Background: an optimization exercise with open tools, aiming at small area, a short achievable clock period and few clock cycles per item. Do not read the settings as production practice. Only simulation tests tie the RTL to the original design; equivalence was not proved. No activity file was given, so power comes from the tool's default toggle rates.

**design.v**
```verilog
`timescale 1ns / 1ps
`default_nettype none
package c8ie_pkg;
    localparam int unsigned PC_W   = 12;
    localparam int unsigned VREG_W = 8;
    localparam int unsigned VIDX_W = 4;
    localparam int unsigned VREG_N = 16;
    localparam logic [PC_W-1:0]   RESET_START_ADDR = 12'h200;
    localparam logic [VIDX_W-1:0] FLAG_REG         = 4'hF;
    localparam logic [11:0]       NNN_RETURN       = 12'h0EE;
    localparam logic [3:0] OP_SYS        = 4'h0;
    localparam logic [3:0] OP_JUMP       = 4'h1;
    localparam logic [3:0] OP_CALL       = 4'h2;
    localparam logic [3:0] OP_SKEQ_IMM   = 4'h3;
    localparam logic [3:0] OP_SKNE_IMM   = 4'h4;
    localparam logic [3:0] OP_SKEQ_REG   = 4'h5;
    localparam logic [3:0] OP_LOAD_IMM   = 4'h6;
    localparam logic [3:0] OP_ADD_IMM    = 4'h7;
    localparam logic [3:0] OP_ALU        = 4'h8;
    localparam logic [3:0] OP_SKNE_REG   = 4'h9;
    localparam logic [3:0] OP_LOAD_INDEX = 4'hA;
    localparam logic [3:0] FN_MOV = 4'h0;
    localparam logic [3:0] FN_OR  = 4'h1;
    localparam logic [3:0] FN_AND = 4'h2;
    localparam logic [3:0] FN_XOR = 4'h3;
    localparam logic [3:0] FN_ADD = 4'h4;
    localparam logic [3:0] FN_SUB = 4'h5;
    localparam logic [3:0] FN_SHR = 4'h6;
    localparam logic [3:0] FN_RSB = 4'h7;
    localparam logic [3:0] FN_SHL = 4'hE;
    typedef enum logic [1:0] {
        ST_OK        = 2'd0,
        ST_OVERFLOW  = 2'd1,
        ST_UNDERFLOW = 2'd2,
        ST_UNHANDLED = 2'd3
    } status_t;
    typedef struct packed {
        logic              rw;
        logic [VIDX_W-1:0] num;
        logic [VREG_W-1:0] val;
        logic              fw;
        logic              fval;
    } vwrite_t;
endpackage
`default_nettype wire
`timescale 1ns / 1ps
`default_nettype none
module c8ie_stack #(
    parameter int unsigned STACK_DEPTH = 16,
    parameter int unsigned AW          = 4
) (
    input  wire logic                        aclk,
    input  wire logic                        wr_en,
    input  wire logic [AW-1:0]               wr_addr,
    input  wire logic [c8ie_pkg::PC_W-1:0]   wr_data,
    input  wire logic                        rd_en,
    input  wire logic [AW-1:0]               rd_addr,
    output logic      [c8ie_pkg::PC_W-1:0]   rd_data
);
    logic [c8ie_pkg::PC_W-1:0] mem [STACK_DEPTH];
    logic [c8ie_pkg::PC_W-1:0] rd_reg;
    logic [c8ie_pkg::PC_W-1:0] byp_data_reg;
    logic            byp_reg;
    always_ff @(posedge aclk) begin
        if (wr_en) begin
            mem[wr_addr] <= wr_data;
        end
        if (rd_en) begin
            rd_reg       <= mem[rd_addr];
            byp_reg      <= wr_en;
            byp_data_reg <= wr_data;
        end
    end
    assign rd_data = byp_reg ? byp_data_reg : rd_reg;
endmodule
`default_nettype wire
`timescale 1ns / 1ps
`default_nettype none
module c8ie_vreg_file (
    input  wire logic                          aclk,
    input  wire logic                          aresetn,
    input  wire logic                          rd_en,
    input  wire logic [c8ie_pkg::VIDX_W-1:0]   rd_x,
    input  wire logic [c8ie_pkg::VIDX_W-1:0]   rd_y,
    input  c8ie_pkg::vwrite_t                  wr,
    output logic      [c8ie_pkg::VREG_W-1:0]   vx,
    output logic      [c8ie_pkg::VREG_W-1:0]   vy
);
    logic [c8ie_pkg::VREG_W-1:0] mem [c8ie_pkg::VREG_N];
    logic [c8ie_pkg::VREG_N-1:0] vld_reg;
    logic [c8ie_pkg::VREG_W-1:0] vf_reg;
    logic [c8ie_pkg::VREG_W-1:0] rdx_reg, rdy_reg;
    logic              vldx_reg, vldy_reg;
    logic [c8ie_pkg::VIDX_W-1:0] x_reg, y_reg;
    c8ie_pkg::vwrite_t           byp_reg;
    logic              mem_we;
    assign mem_we = wr.rw && (wr.num != c8ie_pkg::FLAG_REG);
    always_ff @(posedge aclk) begin
        if (mem_we) begin
            mem[wr.num] <= wr.val;
        end
        if (rd_en) begin
            rdx_reg <= mem[rd_x];
            rdy_reg <= mem[rd_y];
            x_reg   <= rd_x;
            y_reg   <= rd_y;
            byp_reg <= wr;
        end
    end
    always_ff @(posedge aclk) begin
        if (!aresetn) begin
            vld_reg  <= '0;
            vldx_reg <= 1'b0;
            vldy_reg <= 1'b0;
            vf_reg   <= '0;
        end else begin
            if (mem_we) begin
                vld_reg[wr.num] <= 1'b1;
            end
            if (rd_en) begin
                vldx_reg <= vld_reg[rd_x];
                vldy_reg <= vld_reg[rd_y];
            end
            if (wr.fw) begin
                vf_reg <= {{(c8ie_pkg::VREG_W-1){1'b0}}, wr.fval};
            end else if (wr.rw && (wr.num == c8ie_pkg::FLAG_REG)) begin
                vf_reg <= wr.val;
            end
        end
    end
    always_comb begin
        priority if (x_reg == c8ie_pkg::FLAG_REG) begin
            vx = vf_reg;
        end else if (byp_reg.rw && (byp_reg.num == x_reg)) begin
            vx = byp_reg.val;
        end else if (vldx_reg) begin
            vx = rdx_reg;
        end else begin
            vx = '0;
        end
    end
    always_comb begin
        priority if (y_reg == c8ie_pkg::FLAG_REG) begin
            vy = vf_reg;
        end else if (byp_reg.rw && (byp_reg.num == y_reg)) begin
            vy = byp_reg.val;
        end else if (vldy_reg) begin
            vy = rdy_reg;
        end else begin
            vy = '0;
        end
    end
endmodule
`default_nettype wire
`timescale 1ns / 1ps
`default_nettype none
module c8ie_exec #(
    parameter int unsigned STACK_DEPTH = 16,
    parameter int unsigned CW          = 5,
    parameter int unsigned AW          = 4
) (
    input  wire logic [15:0]                   ins,
    input  wire logic [c8ie_pkg::PC_W-1:0]     pc,
    input  wire logic [c8ie_pkg::PC_W-1:0]     idx,
    input  wire logic [CW-1:0]                 cnt,
    input  wire logic [c8ie_pkg::VREG_W-1:0]   vx,
    input  wire logic [c8ie_pkg::VREG_W-1:0]   vy,
    input  wire logic [c8ie_pkg::PC_W-1:0]     stack_top,
    output logic      [c8ie_pkg::PC_W-1:0]     pc_next,
    output logic      [c8ie_pkg::PC_W-1:0]     idx_next,
    output logic      [CW-1:0]                 cnt_next,
    output logic                               push,
    output logic      [AW-1:0]                 push_addr,
    output logic      [c8ie_pkg::PC_W-1:0]     push_data,
    output c8ie_pkg::vwrite_t                  wr,
    output c8ie_pkg::status_t                  status
);
    localparam logic [CW-1:0] CNT_FULL = CW'(STACK_DEPTH);
    logic [3:0]        op, x, n;
    logic [7:0]        nn;
    logic [c8ie_pkg::PC_W-1:0]   nnn, pc_inc, pc_skip;
    logic [c8ie_pkg::VREG_W:0]   sum, dif, rdif;
    assign op      = ins[15:12];
    assign x       = ins[11:8];
    assign n       = ins[3:0];
    assign nn      = ins[7:0];
    assign nnn     = ins[11:0];
    assign pc_inc  = pc + c8ie_pkg::PC_W'(2);
    assign pc_skip = pc + c8ie_pkg::PC_W'(4);
    assign sum     = {1'b0, vx} + {1'b0, vy};
    assign dif     = {1'b0, vx} - {1'b0, vy};
    assign rdif    = {1'b0, vy} - {1'b0, vx};
    assign push_addr = cnt[AW-1:0];
    assign push_data = pc_inc;
    always_comb begin
        pc_next  = pc_inc;
        idx_next = idx;
        cnt_next = cnt;
        push     = 1'b0;
        wr       = '0;
        status   = c8ie_pkg::ST_OK;
        unique case (op)
            c8ie_pkg::OP_SYS: begin
                if (nnn == c8ie_pkg::NNN_RETURN) begin
                    if (cnt == '0) begin
                        status = c8ie_pkg::ST_UNDERFLOW;
                    end else begin
                        cnt_next = cnt - CW'(1);
                        pc_next  = stack_top;
                    end
                end else begin
                    status = c8ie_pkg::ST_UNHANDLED;
                end
            end
            c8ie_pkg::OP_JUMP: pc_next = nnn;
            c8ie_pkg::OP_CALL: begin
                if (cnt >= CNT_FULL) begin
                    status = c8ie_pkg::ST_OVERFLOW;
                end else begin
                    push     = 1'b1;
                    cnt_next = cnt + CW'(1);
                    pc_next  = nnn;
                end
            end
            c8ie_pkg::OP_SKEQ_IMM: if (vx == nn) pc_next = pc_skip;
            c8ie_pkg::OP_SKNE_IMM: if (vx != nn) pc_next = pc_skip;
            c8ie_pkg::OP_SKEQ_REG: if (vx == vy) pc_next = pc_skip;
            c8ie_pkg::OP_SKNE_REG: if (vx != vy) pc_next = pc_skip;
            c8ie_pkg::OP_LOAD_IMM: begin
                wr.rw = 1'b1;
                wr.val = nn;
            end
            c8ie_pkg::OP_ADD_IMM: begin
                wr.rw = 1'b1;
                wr.val = vx + nn;
            end
            c8ie_pkg::OP_ALU: begin
                wr.rw = 1'b1;
                unique case (n)
                    c8ie_pkg::FN_MOV: wr.val = vy;
                    c8ie_pkg::FN_OR:  wr.val = vx | vy;
                    c8ie_pkg::FN_AND: wr.val = vx & vy;
                    c8ie_pkg::FN_XOR: wr.val = vx ^ vy;
                    c8ie_pkg::FN_ADD: begin
                        wr.val = sum[c8ie_pkg::VREG_W-1:0];
                        wr.fw = 1'b1;
                        wr.fval = sum[c8ie_pkg::VREG_W];
                    end
                    c8ie_pkg::FN_SUB: begin
                        wr.val = dif[c8ie_pkg::VREG_W-1:0];
                        wr.fw = 1'b1;
                        wr.fval = ~dif[c8ie_pkg::VREG_W];
                    end
                    c8ie_pkg::FN_SHR: begin
                        wr.val = {1'b0, vx[c8ie_pkg::VREG_W-1:1]};
                        wr.fw = 1'b1;
                        wr.fval = vx[0];
                    end
                    c8ie_pkg::FN_RSB: begin
                        wr.val = rdif[c8ie_pkg::VREG_W-1:0];
                        wr.fw = 1'b1;
                        wr.fval = ~rdif[c8ie_pkg::VREG_W];
                    end
                    c8ie_pkg::FN_SHL: begin
                        wr.val = {vx[c8ie_pkg::VREG_W-2:0], 1'b0};
                        wr.fw = 1'b1;
                        wr.fval = vx[c8ie_pkg::VREG_W-1];
                    end
                    default: begin
                        wr.rw = 1'b0;
                        status = c8ie_pkg::ST_UNHANDLED;
                    end
                endcase
            end
            c8ie_pkg::OP_LOAD_INDEX: idx_next = nnn;
            default: status = c8ie_pkg::ST_UNHANDLED;
        endcase
        if (wr.rw) begin
            wr.num = x;
        end
    end
endmodule
`default_nettype wire
`timescale 1ns / 1ps
`default_nettype none
module chip8_instruction_execute_top #(
    parameter int unsigned STACK_DEPTH = 16
) (
    input  wire logic        aclk,
    input  wire logic        aresetn,
    input  wire logic        cfg_valid,
    output logic             cfg_ready,
    input  wire logic [11:0] cfg_start_address,
    input  wire logic        s_valid,
    output logic             s_ready,
    input  wire logic [15:0] s_instruction,
    output logic             m_valid,
    input  wire logic        m_ready,
    output logic [11:0]      m_pc_value,
    output logic [11:0]      m_index_value,
    output logic             m_reg_written,
    output logic [3:0]       m_reg_number,
    output logic [7:0]       m_vreg_data,
    output logic             m_flag_written,
    output logic             m_flag_value,
    output logic [1:0]       m_status
);
    localparam int unsigned CW = $clog2(STACK_DEPTH + 1);
    localparam int unsigned AW = (STACK_DEPTH > 1) ? $clog2(STACK_DEPTH) : 1;
    logic            accept, ex_fire;
    logic            ex_valid_reg, m_valid_reg;
    logic [15:0]     ins_reg;
    logic [c8ie_pkg::PC_W-1:0] pc_reg, idx_reg;
    logic [CW-1:0]   cnt_reg, cnt_after;
    logic [c8ie_pkg::VREG_W-1:0] vx, vy;
    logic [c8ie_pkg::PC_W-1:0]   stack_top;
    logic [c8ie_pkg::PC_W-1:0]   pc_next, idx_next, push_data;
    logic [CW-1:0]     cnt_next;
    logic              push;
    logic [AW-1:0]     push_addr, pop_addr;
    c8ie_pkg::vwrite_t           ex_wr, vwr;
    c8ie_pkg::status_t           ex_status;
    logic [c8ie_pkg::PC_W-1:0]   out_pc_reg, out_idx_reg;
    c8ie_pkg::vwrite_t           out_wr_reg;
    c8ie_pkg::status_t           out_status_reg;
    assign cfg_ready = 1'b1;
    assign ex_fire   = ex_valid_reg && (!m_valid_reg || m_ready);
    assign s_ready   = !ex_valid_reg || ex_fire;
    assign accept    = s_valid && s_ready;
    assign vwr       = ex_fire ? ex_wr : '0;
    assign cnt_after = ex_fire ? cnt_next : cnt_reg;
    assign pop_addr  = AW'(cnt_after - CW'(1));
    c8ie_vreg_file u_vregs (
        .aclk    (aclk),
        .aresetn (aresetn),
        .rd_en   (accept),
        .rd_x    (s_instruction[11:8]),
        .rd_y    (s_instruction[7:4]),
        .wr      (vwr),
        .vx      (vx),
        .vy      (vy)
    );
    c8ie_stack #(
        .STACK_DEPTH (STACK_DEPTH),
        .AW          (AW)
    ) u_stack (
        .aclk    (aclk),
        .wr_en   (ex_fire && push),
        .wr_addr (push_addr),
        .wr_data (push_data),
        .rd_en   (accept),
        .rd_addr (pop_addr),
        .rd_data (stack_top)
    );
    c8ie_exec #(
        .STACK_DEPTH (STACK_DEPTH),
        .CW          (CW),
        .AW          (AW)
    ) u_exec (
        .ins       (ins_reg),
        .pc        (pc_reg),
        .idx       (idx_reg),
        .cnt       (cnt_reg),
        .vx        (vx),
        .vy        (vy),
        .stack_top (stack_top),
        .pc_next   (pc_next),
        .idx_next  (idx_next),
        .cnt_next  (cnt_next),
        .push      (push),
        .push_addr (push_addr),
        .push_data (push_data),
        .wr        (ex_wr),
        .status    (ex_status)
    );
    always_ff @(posedge aclk) begin
        if (!aresetn) begin
            ex_valid_reg <= 1'b0;
            m_valid_reg  <= 1'b0;
            pc_reg       <= c8ie_pkg::RESET_START_ADDR;
            idx_reg      <= '0;
            cnt_reg      <= '0;
        end else begin
            if (accept) begin
                ex_valid_reg <= 1'b1;
            end else if (ex_fire) begin
                ex_valid_reg <= 1'b0;
            end
            if (ex_fire) begin
                m_valid_reg <= 1'b1;
            end else if (m_ready) begin
                m_valid_reg <= 1'b0;
            end
            if (cfg_valid) begin
                pc_reg <= cfg_start_address;
            end else if (ex_fire) begin
                pc_reg <= pc_next;
            end
            if (ex_fire) begin
                idx_reg <= idx_next;
                cnt_reg <= cnt_next;
            end
        end
    end
    always_ff @(posedge aclk) begin
        if (accept) begin
            ins_reg <= s_instruction;
        end
        if (ex_fire) begin
            out_pc_reg     <= pc_next;
            out_idx_reg    <= idx_next;
            out_wr_reg     <= ex_wr;
            out_status_reg <= ex_status;
        end
    end
    assign m_valid        = m_valid_reg;
    assign m_pc_value     = out_pc_reg;
    assign m_index_value  = out_idx_reg;
    assign m_reg_written  = out_wr_reg.rw;
    assign m_reg_number   = out_wr_reg.num;
    assign m_vreg_data    = out_wr_reg.val;
    assign m_flag_written = out_wr_reg.fw;
    assign m_flag_value   = out_wr_reg.fval;
    assign m_status       = out_status_reg;
endmodule
`default_nettype wire
```
**run.sh**
```bash
#!/bin/bash
# synth_recipe.tcl (not shown) runs the flow's synth.tcl, then flattens the netlist and writes it again
# the make line also repeats each setting of config.mk as NAME=value (left out here)
make -C /OpenROAD-flow-scripts/flow DESIGN_CONFIG=/design/flow/config.mk WORK_HOME=/design/flow/orfs CLKGATE_MAP_FILE= SYNTH_SCRIPT=/design/flow/synth_recipe.tcl finish
```
**constraint.sdc**
```tcl
create_clock -name core_clock -period 7.0 [get_ports {aclk}]
set_input_delay 1.4000 -clock core_clock [delete_from_list [all_inputs] [get_ports {aclk}]]
set_output_delay 1.4000 -clock core_clock [all_outputs]
set_load 0.01 [all_outputs]
```
**config.mk**
```make
export PLATFORM = sky130hd
export DESIGN_NAME = chip8_instruction_execute_top
export DESIGN_NICKNAME = chip8_instruction_execute_top
export VERILOG_FILES = /design/flow/design.v
export SDC_FILE = /design/flow/constraint.sdc
export NUM_CORES = 4
export LEC_CHECK = 0
export CAP_MARGIN = 20
export CORE_MARGIN = 2
export CORE_UTILIZATION = 30
export SLEW_MARGIN = 20
```
==> flow_metrics.py <==
metrics = {
    "floorplan": {
        "io-pin-count": 77,
        "placementRows": 103,
        "die_w_um": 286.5,
        "floorplan.core_area_um2": 79000,
        "effective_utilization_at_floorplan_pct": 30.31,
        "die_area_um2": 82090,
        "die_h_um": 286.5,
    },
    "placement": {
        "dpl.hpwl_um": 40720,
        "io_buffer_count": 75,
        "gp_routability_congestion": 0.8719,
    },
    "final_layout": {
        "layout.nets": 1763,
        "regMostFlops": "u_stack.mem",
        "largest_registers": "u_stack.mem (192), u_vregs.mem (128)",
        "layout_cells_sized_above_1_pct": 16.23,
        "antennaDiodeCount": 0,
        "largest_register_ff_count": 192,
        "area_delta_synth_final_pct": 13.37,
    },
    "timing": {
        "period_needed_ns": 5.738,
        "fin_skew_ns": 0.01699,
        "finalHoldViolations": 0,
        "slew_headroom_pct": 27.37,
        "grt_setup_unrepaired": "no",
        "finish_stage_setup_viols": 0,
        "finalCritPeriodShare_pct": 81.97,
        "max_freq_mhz": 174.3,
        "slew_violations": 0,
        "fin_hold_ws_ns": 0.4659,
        "worst-slew-pin-transition_ns": 1.086,
        "tns_ns": 0,
    },
    "worst_setup_path": {
        "worstPathMaxFanout": 21,
        "crit_path_start_kind": "flip-flop",
        "reg2reg_slack_ns": 1.26,
        "cp_slowest_stage_delay_ns": 0.84,
        "critical_path_type": "flip-flop to flip-flop",
        "crit_path_end_kind": "flip-flop",
        "critical_path.slowest_cell": "sky130_fd_sc_hd__edfxtp_1",
        "reg2reg_depth": 15,
        "critPathRequiredTime_ns": 7.44,
        "crit_path_cell_trace": "xor2_1 -> nor3_4 -> and2_2 -> nand2_1 -> a31oi_1 -> ha_1 -> nor4_1 -> nand2_1 -> mux2i_1 -> o211a_1 -> and3_4 -> or4_1 -> a221o_1 -> mux2i_1 -> o211ai_1",
        "wp_data_arrival_ns": 6.18,
    },
    "synthesis": {
        "post-synth-top-area-cell": "sky130_fd_sc_hd__edfxtp_1",
        "post_synth_num_cell_types": 89,
        "main_area_contributors_after_synthesis": "sky130_fd_sc_hd__edfxtp_1 (54%), sky130_fd_sc_hd__mux4_2 (9.1%), sky130_fd_sc_hd__mux4_1 (5.8%), sky130_fd_sc_hd__dfxtp_1 (4.8%), sky130_fd_sc_hd__ha_1 (2.8%)",
        "combined_area_of_all_synthesized_cells_um2": 23950,
        "postSynth.topFlopCell": "sky130_fd_sc_hd__edfxtp_1",
        "synth-edff-count": 431,
        "synth.top_cell.area_share_pct": 54.05,
        "ys_warn_count": 4,
        "ys_seq_elements": 488,
        "ys_async_sr_fraction_pct": 0,
        "post_synth_inst_count": 1603,
        "synth.avg_cell_area_um2": 14.94,
        "sequential_area_share_after_synthesis_pct": 58.81,
    },
    "run": {
        "maxCapViolations": 0,
    },
    "cts": {
        "cts_inserted_buffers": 46,
        "cts-resized-gates": 0,
        "ctsLongestPathBuffers": 3,
        "cts-root-buf": "sky130_fd_sc_hd__clkbuf_16",
        "cts.clk_slew.worst_paths_ns": 0.07,
        "cts_tree": "built",
        "cts_sinks": 488,
        "post_cts_hold_buffer_count": 0,
        "htree_num_levels": 2,
        "post-cts-setup-buffers": 0,
        "clock_latency_ns": 0.59,
    },
    "global_routing": {
        "via_count_of_the_first_global_routing_pass": 14540,
        "gr-usage-all-layers_pct": 15.01,
        "antenna_found_initial": 3,
        "globalRoute.totalOverflow": 0,
        "grt_first_pass_wirelength_um": 93160,
        "pin_count_of_the_biggest_net_entering_global_routing": 67,
    },
    "routing": {
        "drtPass1Iterations": 5,
        "remaining_drc_errors": 0,
        "detailroute.via_count": 14610,
        "detail-route-antenna-nets": 0,
        "drt_iter0_markers": 1525,
        "routed_wl_um": 62690,
        "average_detailed_routed_wire_length_per_instance_um": 22.74,
        "viasPerCell": 5.300,
    },
    "pwr": {
        "p_leak_uw": 0.009454,
        "worst_ir_drop_vdd_uv": 182.3,
        "powerDensity_nw_per_um2": 224.8,
    },
    "hold_path": {
        "timing.hold.worst_path_depth": 2,
        "timing.hold.worst.class": "flip-flop to flip-flop",
    },
    "run_status": {
        "run_status": "no timing/DRC/antenna violations",
    },
}
==> power by group <==
part | switching (uW) | leakage (uW) | internal (uW) | total, uW
sequential | 42.9 | 0.00476 | 3220 | 3260
clock | 1060 | 0.000679 | 1300 | 2360
combinational | 290 | 0.00402 | 188 | 478
total | 1390 | 0.00945 | 4710 | 6100
==> through the flow <==
step	utilization, %	area (um^2)	setup WS (ns)	power (uW)	instances
2_1_floorplan	-	23970	2.272	3627	1610
3_3_place_gp	32.56	25720	1.440	3792	2675
3_5_place_dp	32.56	25720	1.329	3797	2675
4_1_cts	34.34	27130	1.339	6158	2757
5_1_grt	34.36	27150	1.039	6308	2757
6_report	34.36	27150	1.262	6102	2757
==> final cells by class <==
type / instances / area [um^2]
fillers: 7445 / 51850
flip-flops and latches: 488 / 14080
multi-input cells: 961 / 9096
well taps: 1050 / 1314
clock buffers: 71 / 1282
repair buffers: 113 / 1011
inverters: 63 / 236.5
clock inverters: 11 / 122.6
==> worst max-delay path: cells and delay by family, from the launching register on <==
kind / cells / cell delay (ns)
xor gates and xnor gates: 1 / 0.21
and+or+nand+nor: 7 / 2.41
DFF: 1 / 0.84
AOI/OAI and AO/OA: 4 / 1.34
muxes: 2 / 0.36
adders and majority gates: 1 / 0.42
==> synthesized netlist by cell type (9+ instances only) <==
| cell | n |
|---|---|
| sky130_fd_sc_hd__nor2_1 | 82 |
| sky130_fd_sc_hd__o21ai_0 | 50 |
| sky130_fd_sc_hd__clkbuf_8 | 17 |
| sky130_fd_sc_hd__a21boi_0 | 15 |
| sky130_fd_sc_hd__and3_1 | 10 |
| sky130_fd_sc_hd__mux4_1 | 53 |
| sky130_fd_sc_hd__o211ai_1 | 10 |
| sky130_fd_sc_hd__mux2i_1 | 21 |
| sky130_fd_sc_hd__o21bai_1 | 10 |
| sky130_fd_sc_hd__mux4_2 | 97 |
| sky130_fd_sc_hd__xnor2_1 | 12 |
| sky130_fd_sc_hd__ha_1 | 53 |
| sky130_fd_sc_hd__mux2_2 | 17 |
| sky130_fd_sc_hd__and2_1 | 11 |
| sky130_fd_sc_hd__a31oi_1 | 21 |
| sky130_fd_sc_hd__dfxtp_1 | 57 |
| sky130_fd_sc_hd__a221oi_1 | 9 |
| sky130_fd_sc_hd__nand3b_1 | 12 |
| sky130_fd_sc_hd__nand4_1 | 9 |
| sky130_fd_sc_hd__nand2b_1 | 19 |
| sky130_fd_sc_hd__o21a_1 | 12 |
| sky130_fd_sc_hd__o22ai_1 | 11 |
| sky130_fd_sc_hd__nor2b_1 | 30 |
| sky130_fd_sc_hd__a22oi_1 | 12 |
| sky130_fd_sc_hd__edfxtp_1 | 431 |
| sky130_fd_sc_hd__xor2_1 | 20 |
| sky130_fd_sc_hd__a211oi_1 | 11 |
| sky130_fd_sc_hd__clkbuf_1 | 55 |
| sky130_fd_sc_hd__nor3_1 | 31 |
| sky130_fd_sc_hd__nand2_1 | 115 |
| sky130_fd_sc_hd__inv_1 | 62 |
| sky130_fd_sc_hd__a21oi_1 | 72 |
| sky130_fd_sc_hd__nand3_1 | 19 |
==> worst paths after layout <==
path                 to         from
max           pc_reg[9]  ins_reg[11]
min          idx_reg[1]   idx_reg[1]
max reg2reg   pc_reg[9]  ins_reg[11]
min reg2reg  idx_reg[1]   idx_reg[1]
==> layout by cell type, fill, tap and decap left out, drive strengths merged, types with 14 or more instances in the layout <==
master / n
nand3: 20
nor3: 32
a21oi: 73
a31oi: 21
mux2i: 21
clkdlybuf4s50: 70
mux2: 17
ha: 53
nand2b: 19
nand2: 115
xnor2: 14
dfxtp: 57
edfxtp: 431
buf: 43
clkbuf: 71
o21ai: 51
xor2: 22
nor2b: 30
inv: 63
a21boi: 15
mux4: 150
nor2: 83
==> layer usage <==
metal  up-vias  track usage [%]  routed length [um]
met5         -                0                  40
met2       521            24.29               29710
met3       107            2.448                3985
met1      7543            20.58               27230
met4         6            4.869                1727
li1       6434                -                   -
==> kinds of logic after synthesis <==
group                      count (synthesis)  synth area share, %
AOI/OAI and AO/OA                        283                8.005
xor gates and xnor gates                  36                1.489
adders and majority gates                 57                3.104
buffers and inverters                    161                3.652
DFF                                      488                58.81
muxes                                    188                16.62
other                                      2              0.03136
and+or+nand+nor                          388                8.287
Testbench counts, summed over its fixed seeds: cycles 12,016, items 12,000.

==> re-timing with driven ports <==
The results above use ideal ports. As a check the final layout listed here was re-extracted and re-timed, cells and wires unchanged. Step 1: set_driving_cell puts a clkbuf_16 on aclk and a buf_2 on each other input, an assumption about the parent block. Step 2, shift: input delay + t, output delay - t, t = (earliest + latest rising clock arrival at the registers) / 2. This alone moves slack from input paths to output paths. Slacks: no drivers / after step 1 / after step 2; pairs: no drivers / after step 1.
shift t [ns]: 0.644
setup WS [ns]: 1.262 / 1.262 / 1.262
worst hold slack (ns): 0.466 / 0.466 / 0.466
pins driven straight from the clock port: 1
After both steps setup and hold are still met in this run. The setup slack of this run moves by 0.000 ns with the drivers and by 0.000 ns with both steps.
